This design comes from an exercise in tuning for small area and a short achievable clock period on the open sky130 flow, not from production work. RTL that was checked went through simulation tests only; none was proved equivalent to the original. No functional check of the RTL was part of run 2.

==> flow/design.v (outline; a module is shown in full before it is edited, if it fits) <==
// module pressure_count_linearizer: 1393 lines
module pressure_count_linearizer (
    input  logic                  clk,
    input  logic                  rst_n,
    input  logic                  cfg_we,
    input  logic [pcl_pkg::CFG_IDX_W-1:0]  cfg_index,
    input  logic [pcl_pkg::CFG_DATA_W-1:0] cfg_data,
    input  logic                  start,
    output logic                  busy,
    input  logic [pcl_pkg::COUNT_W-1:0]    factory_count,
    input  logic [pcl_pkg::COUNT_W-1:0]    raw_count,
    output logic                  done,
    output logic [pcl_pkg::OUT_W-1:0]      pressure_utorr,
    output logic [pcl_pkg::RANGE_W-1:0]    display_range
);
  // ...
==> flow/run.sh <==
#!/bin/bash
# synth_recipe.tcl (not shown) runs the flow's synth.tcl, then flattens the netlist and writes it again
# the make line also repeats each setting of config.mk as NAME=value (left out here)
make -C /OpenROAD-flow-scripts/flow DESIGN_CONFIG=/design/flow/config.mk WORK_HOME=/design/flow/orfs CLKGATE_MAP_FILE= SYNTH_SCRIPT=/design/flow/synth_recipe.tcl finish
==> flow/config.mk <==
export PLATFORM = sky130hd
export DESIGN_NAME = pressure_count_linearizer
export DESIGN_NICKNAME = pressure_count_linearizer
export VERILOG_FILES = /design/flow/design.v
export SDC_FILE = /design/flow/constraint.sdc
export NUM_CORES = 4
export LEC_CHECK = 0
export CAP_MARGIN = 20
export CORE_MARGIN = 2
export CORE_UTILIZATION = 40
export SLEW_MARGIN = 20
==> flow/constraint.sdc <==
create_clock -name core_clock -period 12.0 [get_ports {clk}]
set_input_delay 2.4000 -clock core_clock [delete_from_list [all_inputs] [get_ports {clk}]]
set_output_delay 2.4000 -clock core_clock [all_outputs]
set_load 0.01 [all_outputs]
==> impl_metrics.toml, run 1 <==
[synthesis]
avgSynthCellArea_um2 = 9.08
synth_nets = 3163
synthSimpleGateAreaFrac = 0.124
post-synth-top-count-cell = "inv_1"
synthAdderAreaFrac = 0.277
synth_compound_area_frac = 0.159
async_reset_ff_frac = 0.110
synth_area_mm2 = 0.0248
synthDistinctLibCells = 100

[clock_tree]
cts_made_buffers = 38
cts.clk_slew.worst_paths_ns = 0.06
postCtsSetupBuffers = 0
h-tree-depth = 2

[final_layout]
fillerInstances = 5968
area_delta_synth_final_pct = 10.6
largest_register_ffs = 53
most-common-layout-cells = "inv_1, fa_1, dfxtp_1, nand2_1, a22oi_1"

[worst_setup_path]
path_max_fanout = 37
crit_path_start = "s2_sel$_DFF_P_"
critPathCapture = "s3_b[34]$_DFF_P_"

[timing]
finalSetupTns_ns = 0
finalMaxSlewViolations = 0
rsz0062_at_grt = "no"

[detailed_routing]
viasPerCell = 5.71
wl_met2_um = 36300
wirelength_met1_um = 35600

[floorplanning]
start_util = 0.404
tap-cell-count = 790

[outcome]
status = "complete, no violations"

[place]
placed_area_mm2 = 0.0262
==> run 2: changes to the inputs <==
--- a/flow/design.v
+++ b/flow/design.v
@@ -219,26 +219,27 @@
             8'd104: k = 53'h1b8bdeda000000;
             8'd112: k = 53'h1be520da000000;
             8'd120: k = 53'h1c3e62da000000;
             default: k = '0;
         endcase
     end
     assign t = s1_mode ? ~s1_v[11:0] : s1_v[11:0];
     logic        s2_valid;
-    logic        s2_sel;
+    logic        s2_sel, s2_seln;    
     logic [52:0] s2_k;
     logic [37:0] s2_m;
     logic [6:0] s2_one, s2_two, s2_neg;
     always_ff @(posedge clk or negedge rst_n) begin
         if (!rst_n) s2_valid <= 1'b0;
         else        s2_valid <= s1_valid;
     end
     always_ff @(posedge clk) begin
         s2_sel <= sel;
+        s2_seln <= ~sel;
         s2_k[9] <= k[9];
         s2_k[10] <= k[10];
         s2_k[11] <= k[11];
         s2_k[12] <= k[12];
         s2_k[13] <= k[13];
         s2_k[14] <= k[14];
         s2_k[15] <= k[15];
         s2_k[16] <= k[16];
@@ -685,57 +686,57 @@
     assign of287 = s2_sel ? ot_r[4] : om_r[7];
     assign of288 = s2_sel ? ot_r[5] : om_r[8];
     assign of289 = s2_sel ? ot_r[6] : om_r[9];
     assign of290 = s2_sel ? ot_r[7] : om_r[10];
     assign of291 = s2_sel ? ot_r[8] : om_r[11];
     assign of292 = s2_sel ? ot_r[9] : om_r[12];
     assign of293 = s2_sel ? ~ot_r[10] : om_r[13];
     assign of294 = ~s2_sel & ~om_r[14];
-    assign of295 = ~s2_sel & ~om_r[0];
-    assign of296 = ~s2_sel & ~om_r[1];
-    assign of297 = ~s2_sel & ~om_r[2];
-    assign of298 = ~s2_sel & ~om_r[3];
-    assign of299 = s2_sel ? ot_r[0] : ~om_r[4];
-    assign of300 = s2_sel ? ot_r[1] : ~om_r[5];
-    assign of301 = s2_sel ? ot_r[2] : ~om_r[6];
-    assign of302 = s2_sel ? ot_r[3] : ~om_r[7];
-    assign of303 = s2_sel ? ot_r[4] : ~om_r[8];
-    assign of304 = s2_sel ? ot_r[5] : ~om_r[9];
-    assign of305 = s2_sel ? ot_r[6] : ~om_r[10];
-    assign of306 = s2_sel ? ot_r[7] : ~om_r[11];
-    assign of307 = s2_sel ? ot_r[8] : ~om_r[12];
-    assign of308 = s2_sel ? ot_r[9] : ~om_r[13];
-    assign of309 = s2_sel ? ~ot_r[10] : om_r[14];
+    assign of295 = s2_seln & ~om_r[0];
+    assign of296 = s2_seln & ~om_r[1];
+    assign of297 = s2_seln & ~om_r[2];
+    assign of298 = s2_seln & ~om_r[3];
+    assign of299 = s2_seln ? ~om_r[4] : ot_r[0];
+    assign of300 = s2_seln ? ~om_r[5] : ot_r[1];
+    assign of301 = s2_seln ? ~om_r[6] : ot_r[2];
+    assign of302 = s2_seln ? ~om_r[7] : ot_r[3];
+    assign of303 = s2_seln ? ~om_r[8] : ot_r[4];
+    assign of304 = s2_seln ? ~om_r[9] : ot_r[5];
+    assign of305 = s2_seln ? ~om_r[10] : ot_r[6];
+    assign of306 = s2_seln ? ~om_r[11] : ot_r[7];
+    assign of307 = s2_seln ? ~om_r[12] : ot_r[8];
+    assign of308 = s2_seln ? ~om_r[13] : ot_r[9];
+    assign of309 = s2_seln ? om_r[14] : ~ot_r[10];
     assign of310 = ~s2_sel & om_r[0];
     assign of311 = ~s2_sel & om_r[1];
     assign of312 = ~s2_sel & om_r[2];
     assign of313 = ~s2_sel & om_r[3];
     assign of314 = s2_sel ? ot_r[0] : om_r[4];
     assign of315 = s2_sel ? ot_r[1] : om_r[5];
     assign of316 = s2_sel ? ot_r[2] : om_r[6];
     assign of317 = s2_sel ? ot_r[3] : om_r[7];
     assign of318 = s2_sel ? ot_r[4] : om_r[8];
     assign of319 = s2_sel ? ot_r[5] : om_r[9];
     assign of320 = s2_sel ? ot_r[6] : om_r[10];
     assign of321 = s2_sel ? ot_r[7] : om_r[11];
     assign of322 = s2_sel ? ot_r[8] : om_r[12];
     assign of323 = s2_sel ? ot_r[9] : om_r[13];
     assign of324 = s2_sel ? ~ot_r[10] : ~om_r[14];
-    assign of325 = s2_sel & ~ot_r[0];
-    assign of326 = s2_sel & ~ot_r[1];
-    assign of327 = s2_sel & ~ot_r[2];
-    assign of328 = s2_sel & ~ot_r[3];
-    assign of329 = s2_sel & ~ot_r[4];
-    assign of330 = s2_sel & ~ot_r[5];
-    assign of331 = s2_sel & ~ot_r[6];
-    assign of332 = s2_sel & ~ot_r[7];
-    assign of333 = s2_sel & ~ot_r[8];
-    assign of334 = s2_sel & ~ot_r[9];
-    assign of335 = s2_sel & ot_r[10];
+    assign of325 = ~s2_seln & ~ot_r[0];
+    assign of326 = ~s2_seln & ~ot_r[1];
+    assign of327 = ~s2_seln & ~ot_r[2];
+    assign of328 = ~s2_seln & ~ot_r[3];
+    assign of329 = ~s2_seln & ~ot_r[4];
+    assign of330 = ~s2_seln & ~ot_r[5];
+    assign of331 = ~s2_seln & ~ot_r[6];
+    assign of332 = ~s2_seln & ~ot_r[7];
+    assign of333 = ~s2_seln & ~ot_r[8];
+    assign of334 = ~s2_seln & ~ot_r[9];
+    assign of335 = ~s2_seln & ot_r[10];
     assign of336 = s2_sel & ot_r[0];
     assign of337 = s2_sel & ot_r[1];
     assign of338 = s2_sel & ot_r[2];
     assign of339 = s2_sel & ot_r[3];
     assign of340 = s2_sel & ot_r[4];
     assign of341 = s2_sel & ot_r[5];
     assign of342 = s2_sel & ot_r[6];
     assign of343 = s2_sel & ot_r[7];
@@ -1364,28 +1365,32 @@
     assign c966 = (c774 & s867) | (c866 & (c774 ^ s867));
     assign s967 = c776 ^ s869 ^ c868;
     assign c968 = (c776 & s869) | (c868 & (c776 ^ s869));
     assign s969 = pp279 ^ s871 ^ c870;
     assign c970 = (pp279 & s871) | (c870 & (pp279 ^ s871));
     assign s971 = s2_k[51] ^ c872;
     assign c972 = s2_k[51] & c872;
     logic            s3_valid;
-    logic [52:0] s3_a, s3_b;
+    logic [52:11] s3_a, s3_b;
+    logic            s3_c;
+    logic [11:0]   low_sum;
+    assign low_sum = {1'b0, c888, c886, c884, c882, c880, c878, c876, c874, s873, pp2, s2_neg[0]} + {1'b0, s889, s887, s885, s883, s881, s879, s877, s875, pp41, 1'b0, pp1};
     always_ff @(posedge clk or negedge rst_n) begin
         if (!rst_n) s3_valid <= 1'b0;
         else        s3_valid <= s2_valid;
     end
     always_ff @(posedge clk) begin
-        s3_a <= {c972, c970, c968, c966, c964, c962, c960, c958, c956, c954, c952, c950, c948, c946, c944, c942, c940, c938, c936, c934, c932, c930, c928, c926, c924, c922, c920, c918, c916, c914, c912, c910, c908, c906, c904, c902, c900, c898, c896, c894, c892, c890, c888, c886, c884, c882, c880, c878, c876, c874, s873, pp2, s2_neg[0]};
-        s3_b <= {s2_k[52], s971, s969, s967, s965, s963, s961, s959, s957, s955, s953, s951, s949, s947, s945, s943, s941, s939, s937, s935, s933, s931, s929, s927, s925, s923, s921, s919, s917, s915, s913, s911, s909, s907, s905, s903, s901, s899, s897, s895, s893, s891, s889, s887, s885, s883, s881, s879, s877, s875, pp41, 1'b0, pp1};
+        s3_a <= {c972, c970, c968, c966, c964, c962, c960, c958, c956, c954, c952, c950, c948, c946, c944, c942, c940, c938, c936, c934, c932, c930, c928, c926, c924, c922, c920, c918, c916, c914, c912, c910, c908, c906, c904, c902, c900, c898, c896, c894, c892, c890};
+        s3_b <= {s2_k[52], s971, s969, s967, s965, s963, s961, s959, s957, s955, s953, s951, s949, s947, s945, s943, s941, s939, s937, s935, s933, s931, s929, s927, s925, s923, s921, s919, s917, s915, s913, s911, s909, s907, s905, s903, s901, s899, s897, s895, s893, s891};
+        s3_c <= low_sum[11];
     end
-    logic [52:0] total;
+    logic [52:11] total;
     logic signed [33:0] q;
-    assign total = s3_a + s3_b;
+    assign total = s3_a + s3_b + {41'd0, s3_c};
     assign q = total[52:19];
     logic        done_r;
     logic [32:0] p_r;
     logic [1:0]  rng_r;
     always_ff @(posedge clk or negedge rst_n) begin
         if (!rst_n) done_r <= 1'b0;
         else        done_r <= s3_valid;
     end
==> flow/flow/run.sh (new file) <==
#!/bin/bash
# Standard layout, with one netlist step between synthesis and floorplan:
# polfix.py picks the polarity of each full adder so that fewer inverters are
# needed (a full adder with all inputs inverted gives both outputs inverted).
# Registers, their names and cell types are those of the standard synthesis.
set -e
cd "$(dirname "$0")/.."
bash standard.sh synth > synth.log 2>&1
R=orfs/results/sky130hd/pressure_count_linearizer/base
cp $R/1_2_yosys.v 1_2_yosys.standard.v
python3 flow/polfix.py 1_2_yosys.standard.v $R/1_2_yosys.v > polfix.log 2>&1
touch $R/1_2_yosys.v
bash standard.sh finish > layout.log 2>&1
==> flow/flow/polfix.py (new file) <==
#!/usr/bin/env python3
"""Remove inverters around full adders in a flat Yosys netlist.

A full adder is self-dual: FA(~a,~b,~c) = (~sum, ~cout). So each full adder
may be used in either polarity, and an inverter is only needed where a
signal reaches a pin in the other polarity. This script removes the
inverters between cells, picks a polarity for every full adder by simulated
annealing to need as few inverters as possible, and puts back one inverter
per net that some pin needs inverted. Registers and other cells are kept as
they are.  usage: polfix.py IN.v OUT.v"""
import re, sys, random, math
from collections import defaultdict

src = open(sys.argv[1]).read()
src = re.sub(r'\(\*.*?\*\)', '', src)
src = re.sub(r'/\*.*?\*/', '', src, flags=re.S)
mod = re.search(r'module\s+(\S+)\s*\((.*?)\);(.*)endmodule', src, re.S)
top, portlist, body = mod.group(1), mod.group(2), mod.group(3)

decls, assigns, order = [], [], []
cells = {}
ports = set()
inst_re = re.compile(r'^(\S+)\s+(\S+)\s*\((.*)\)$', re.S)
for s in (x.strip() for x in body.split(';')):
    if not s:
        continue
    if s.startswith(('input', 'output', 'inout', 'wire', 'reg')):
        decls.append(s)
        if s.startswith(('input', 'output', 'inout')):
            for n in re.sub(r'\[.*?\]', '', s.split(None, 1)[1]).replace(',', ' ').split():
                ports.add(n)
        continue
    if s.startswith('assign'):
        assigns.append(s)
        continue
    m = inst_re.match(s)
    if not m:
        raise SystemExit('polfix: cannot parse: ' + s[:200])
    typ, name, conns = m.groups()
    pins = {}
    for pm in re.finditer(r'\.(\w+)\s*\(\s*(.*?)\s*\)\s*(?:,|$)', conns.strip(), re.S):
        pins[pm.group(1)] = pm.group(2)
    cells[name] = [typ, pins]
    order.append(name)

fixed = set()
for a in assigns:
    for tok in re.findall(r"[\\\w$.]+(?:\s*\[\d+\])?", a):
        fixed.add(tok.replace(' ', ''))
def isfixed(n):
    b = re.sub(r'\s*\[\d+\]$', '', n)
    return n in fixed or n in ports or b in ports or n.startswith("1'")

OUTP = {'X', 'Y', 'SUM', 'COUT', 'Q', 'Q_N', 'HI', 'LO'}
INV = re.compile(r'sky130_fd_sc_hd__(inv|clkinv)_\d+$')
FA = re.compile(r'sky130_fd_sc_hd__fa_\d+$')

drv = {}
for nm, (typ, pins) in cells.items():
    for p, n in pins.items():
        if p in OUTP:
            drv[n] = nm

# inverters whose output is not a port or an assign operand can go
removable = [c for c in order if INV.match(cells[c][0]) and not isfixed(cells[c][1]['Y'])]
def resolve(n):
    par = 0
    seen = 0
    while n in drv and drv[n] in rm_set and seen < 100:
        n = cells[drv[n]][1]['A']
        par ^= 1
        seen += 1
    return n, par
rm_set = set(removable)

# requirements: for every input pin of a kept cell, (net, parity)
req = {}
for nm in order:
    if nm in rm_set:
        continue
    typ, pins = cells[nm]
    for p, n in pins.items():
        if p in OUTP:
            continue
        req[(nm, p)] = resolve(n)
ninv0 = sum(1 for c in order if INV.match(cells[c][0]))

# cells whose output polarity can be swapped for a sibling cell type, with
# the area change in units of an inverter (3.75 um2)
SWAP = {
    'xor2_1': ('xnor2_1', 'X', 'Y', 0.0), 'xnor2_1': ('xor2_1', 'Y', 'X', 0.0),
    'nand2_1': ('and2_1', 'Y', 'X', 0.67), 'and2_1': ('nand2_1', 'X', 'Y', -0.67),
    'nor2_1': ('or2_1', 'Y', 'X', 0.67), 'or2_1': ('nor2_1', 'X', 'Y', -0.67),
    'a22oi_1': ('a22o_1', 'Y', 'X', 0.34), 'a22o_1': ('a22oi_1', 'X', 'Y', -0.34),
    'a21oi_1': ('a21o_1', 'Y', 'X', 0.67), 'a21o_1': ('a21oi_1', 'X', 'Y', -0.67),
    'o21ai_0': ('o21a_1', 'Y', 'X', 0.67), 'o21a_1': ('o21ai_0', 'X', 'Y', -0.67),
    'nand3_1': ('and3_1', 'Y', 'X', 0.34), 'and3_1': ('nand3_1', 'X', 'Y', -0.34),
    'nor3_1': ('or3_1', 'Y', 'X', 0.34), 'or3_1': ('nor3_1', 'X', 'Y', -0.34),
}
def swappable(c):
    t = cells[c][0]
    return t.startswith('sky130_fd_sc_hd__') and t[17:] in SWAP
fas = [c for c in order if FA.match(cells[c][0])]
gs = [c for c in order if c not in rm_set and swappable(c)]
gcost = {}
for c in gs:
    gcost[c] = SWAP[cells[c][0][17:]][3]
isfa = set(fas)
fas = fas + gs
fidx = {c: i for i, c in enumerate(fas)}
# terms: (a, b, p) with a, b FA indices or -1; inverter needed iff p ^ s[a] ^ s[b]
# group loads by (net, parity) since one inverter per net serves all its loads
terms = []
for (nm, p), (n, par) in req.items():
    a = fidx.get(drv.get(n), -1)
    b = fidx.get(nm, -1) if (p in ('A', 'B', 'CIN') and nm in isfa) else -1
    terms.append((a, b, par))
nf = len(fas)
inc = defaultdict(list)
for t, (a, b, p) in enumerate(terms):
    if a >= 0: inc[a].append(t)
    if b >= 0 and b != a: inc[b].append(t)
s = [0] * nf
def tcost(t):
    a, b, p = terms[t]
    return p ^ (s[a] if a >= 0 else 0) ^ (s[b] if b >= 0 else 0)
vcost = [gcost.get(c, 0.0) for c in fas]
def delta(i):
    d = vcost[i] * (1 - 2 * s[i])
    for t in inc[i]:
        d += 1 - 2 * tcost(t)
    return d
cost = sum(tcost(t) for t in range(len(terms))) + sum(vcost[i] * s[i] for i in range(nf))
best = cost; bests = s[:]
random.seed(1)
T = 2.0
iters = 400 * max(nf, 1)
for it in range(iters):
    T = 2.0 * (1 - it / iters) + 0.01
    i = random.randrange(nf) if nf else 0
    if not nf:
        break
    d = delta(i)
    if d <= 0 or random.random() < math.exp(-d / T):
        s[i] ^= 1
        cost += d
        if cost < best:
            best = cost; bests = s[:]
s = bests
# greedy clean-up
improved = True
while improved:
    improved = False
    for i in range(nf):
        if delta(i) < -1e-9:
            s[i] ^= 1; improved = True

# rebuild
for c in removable:
    order.remove(c)
    del cells[c]
flipped = {fas[i] for i in range(nf) if s[i]}
for c in flipped:
    if c in isfa:
        continue
    t = cells[c][0][17:]
    nt, op, np_, _ = SWAP[t]
    pins = cells[c][1]
    pins[np_] = pins.pop(op)
    cells[c][0] = 'sky130_fd_sc_hd__' + nt
invnet = {}
newwires = []
cnt = [0]
def inv_for(n):
    if n not in invnet:
        cnt[0] += 1
        y = f'_pf{cnt[0]}_'
        nm = f'_pfi{cnt[0]}_'
        cells[nm] = ['sky130_fd_sc_hd__inv_1', {'A': n, 'Y': y}]
        order.append(nm)
        newwires.append(y)
        invnet[n] = y
    return invnet[n]
for (nm, p), (n, par) in req.items():
    if nm not in cells:
        continue
    if n in drv and drv[n] in flipped:
        par ^= 1
    if nm in flipped and nm in isfa and p in ('A', 'B', 'CIN'):
        par ^= 1
    cells[nm][1][p] = inv_for(n) if par else n
ninv1 = sum(1 for c in order if INV.match(cells[c][0]))

def esc(n):
    return n + ' ' if n.startswith('\\') else n
out = [f'module {top}({portlist});']
for d in decls:
    out.append(f'  {d} ;')
for w in newwires:
    out.append(f'  wire {w};')
for a in assigns:
    out.append(f'  {a} ;')
for nm in order:
    typ, pins = cells[nm]
    out.append(f'  {typ} {nm} (' + ', '.join(f'.{p}({esc(n)})' for p, n in pins.items()) + ');')
out.append('endmodule')
open(sys.argv[2], 'w').write('\n'.join(out) + '\n')
print(f'polfix: {len(isfa)} full adders, {len(gs)} swappable gates, {len(flipped)} flipped, inverters {ninv0} -> {ninv1}', file=sys.stderr)
==> flow/standard.sh (new file) <==
#!/bin/bash
# synth_recipe.tcl (not shown) runs the flow's synth.tcl, then flattens the netlist and writes it again
# the make line also repeats each setting of config.mk as NAME=value (left out here)
make -C /OpenROAD-flow-scripts/flow DESIGN_CONFIG=/design/flow/config.mk WORK_HOME=/design/flow/orfs CLKGATE_MAP_FILE= SYNTH_SCRIPT=/design/flow/synth_recipe.tcl "${@:-finish}"
removed: flow/run.sh
==> run 2 against run 1 <==
Count of clock-buffer cells in the layout fell by 7. Clock skew fell by 0.021 ns. Sequential share of layout area fell by 0.22 points. Setup slack got worse by 0.21 ns.
==> impl_metrics.toml, run 2 <==
[outcome]
status = "complete, no violations"

[worst_setup_path]
worst-setup-path-type = "flop to flop"
required_ns = 12.43
crit_path_start_kind = "flop"
arrival_ns = 5.04
path_max_fanout = 18
cpMaxStageDelayCell = "nor2b_1"
cpPeakStageDelay_ns = 0.75
crit_chain = "nand2_1 -> o21ai_0 -> a21oi_1 -> a221oi_1 -> o41ai_4 -> a221o_4 -> o211ai_2 -> nor2b_1 -> nand3_1 -> or4b_1"
end_kind = "flop"

[timing]
min_period_ns = 4.60
fmax_mhz = 217
post-route-period-util = 0.384
fin_skew_ns = 0.0251
finalSetupViolations = 0
finalMaxSlewViolations = 0
hold_viol = 0
finalSetupTns_ns = 0
slew_headroom = 0.223
tightestPinTransition_ns = 1.16
rsz0062_at_grt = "no"

[synthesis]
synth_cells = 2406
yosysWarningCount = 1
avgSynthCellArea_um2 = 9.76
synth_nets = 2835
synth_area_mm2 = 0.0235

[detailed_routing]
drt-pass1-iter-count = 6
vias = 18867
drc_errors = 0
final_antenna_net_count = 0
wl_per_cell_um = 24.3
drt_iter0_markers = 2115
wirelength_um = 77100
viasPerCell = 5.96

[clock_tree]
cts_made_buffers = 35
worstSkewPairLatency_ns = 0.57
h-tree-depth = 2
postCtsSetupBuffers = 0
cts.sinks = 282
cts-resized-gates = 0
cts_tree = "yes"
cts_root_buf = "clkbuf_16"
clockBufferDepth = 3
hold_buffers = 0
cts.clk_slew.worst_paths_ns = 0.06

[hold_path]
min_path_type = "flop to flop"

[final_layout]
most-common-layout-cells = "fa_1, dfxtp_1, a22oi_1, xnor2_1, nand2_1"
largest_register_ffs = 43
fin_area_mm2 = 0.0260
largest-register = "s2_k"
fillerInstances = 5654
top_regs = "s2_k (43), s3_a (42), s3_b (42)"
regArea_mm2 = 0.00582
multi_input_area_mm2 = 0.0167
final_common_cell = "fa_1"
area_delta_synth_final_pct = 10.8
antenna_cells = 0
final_nets = 2806
drive_gt1_frac = 0.0604

[global_routing]
antenna_found_initial = 1
overflow = 0
grt_pass1_wl_um = 120000
grt_use_total = 0.257
grt_pass1_vias = 19220
grt_max_degree = 41

[floorplanning]
core-area_mm2 = 0.0579
die-area_mm2 = 0.0607
num_rows = 88
ios = 90
start_util = 0.406
die_w_um = 246
die_h_um = 246

[place]
port_buffers = 88
placed_area_mm2 = 0.0248
gp_congestion = 0.976
dp_hpwl_um = 58300

[run]
maxCapViolations = 0
-- run 2: cell type report --
type / count / area share
Clock buffer: 46 / 0.0372
Clock inverter: 16 / 0.00885
Inverter: 70 / 0.0101
Multi-Input combinational cell: 1872 / 0.642
Sequential cell: 282 / 0.224
Tap cell: 765 / 0.0368
Timing Repair Buffer: 116 / 0.0417
-- run 2: per-layer routing --
| layer | up-vias | global-route usage | wire length [um] |
|---|---|---|---|
| met2 | 964 | 0.402 | 34600 |
| met3 | 154 | 0.0429 | 6440 |
| met1 | 9390 | 0.362 | 33600 |
| met5 | - | 0 | 10 |
| met4 | 2 | 0.0811 | 2420 |
| li1 | 8357 | - | - |
-- run 2: final timing paths --
path | from | endpoint | slack, ns | cells past startpoint
max in group asynchronous | rst_n | om_r[4]$_DFFE_PN0P_ | 9.61 | 1
hold reg to reg | s2_valid$_DFF_PN0_ | s3_valid$_DFF_PN0_ | 0.35 | 0
min in group asynchronous | rst_n | om_r[13]$_DFFE_PN0P_ | 1.91 | 1
setup reg to reg | s1_v[7]$_DFF_P_ | s2_k[42]$_DFF_P_ | 7.40 | 10
setup / recovery | s1_v[7]$_DFF_P_ | s2_k[42]$_DFF_P_ | 7.40 | 10
hold / removal | s2_valid$_DFF_PN0_ | s3_valid$_DFF_PN0_ | 0.35 | 0
-- run 2: metrics by stage --
stage | std cells | util | hold WS, ns | worst slack, ns
2_1_floorplan | 2406 | - | 0.331 | 8.20
3_3_place_gp | 3105 | 0.429 | 0.334 | 7.40
3_5_place_dp | 3105 | 0.429 | 0.341 | 7.47
4_1_cts | 3167 | 0.449 | 0.354 | 7.46
5_1_grt | 3167 | 0.449 | 0.356 | 7.15
6_report | 3167 | 0.449 | 0.350 | 7.40
-- run 2: worst max-delay path: cells and delay by family, from the launching register on --
family	cells	cell delay, ns
compound gates	6	2.01
flops	1	0.73
simple gates	4	1.73

## separate check: timing with driven ports
How much do the figures lean on ideal ports? The routed layouts below were timed once more, with nothing changed but the port constraints. Step 1, drivers: a clkbuf_16 drives clk and a buf_2 each remaining input, both assumed. Step 2 adds t to the input delays and takes it off the output delays; t is the mean of the earliest and latest rising clock arrival at the registers after step 1. Input paths then give back, and output paths get back, about the clock's delay inside the block. Three values: ideal, step 1, step 2; two values: the first two.
| run | t (ns) | slack for setup (ns) | worst setup path after step 2 | worst register clock-pin slew, ns |
|---|---|---|---|---|
| run 1 | 0.623 | 7.610 / 7.610 / 7.610 | register to register | 0.06 / 0.06 |
| run 2 | 0.615 | 7.398 / 7.398 / 7.398 | register to register | 0.07 / 0.07 |
After both steps setup and hold are still met in every run listed.
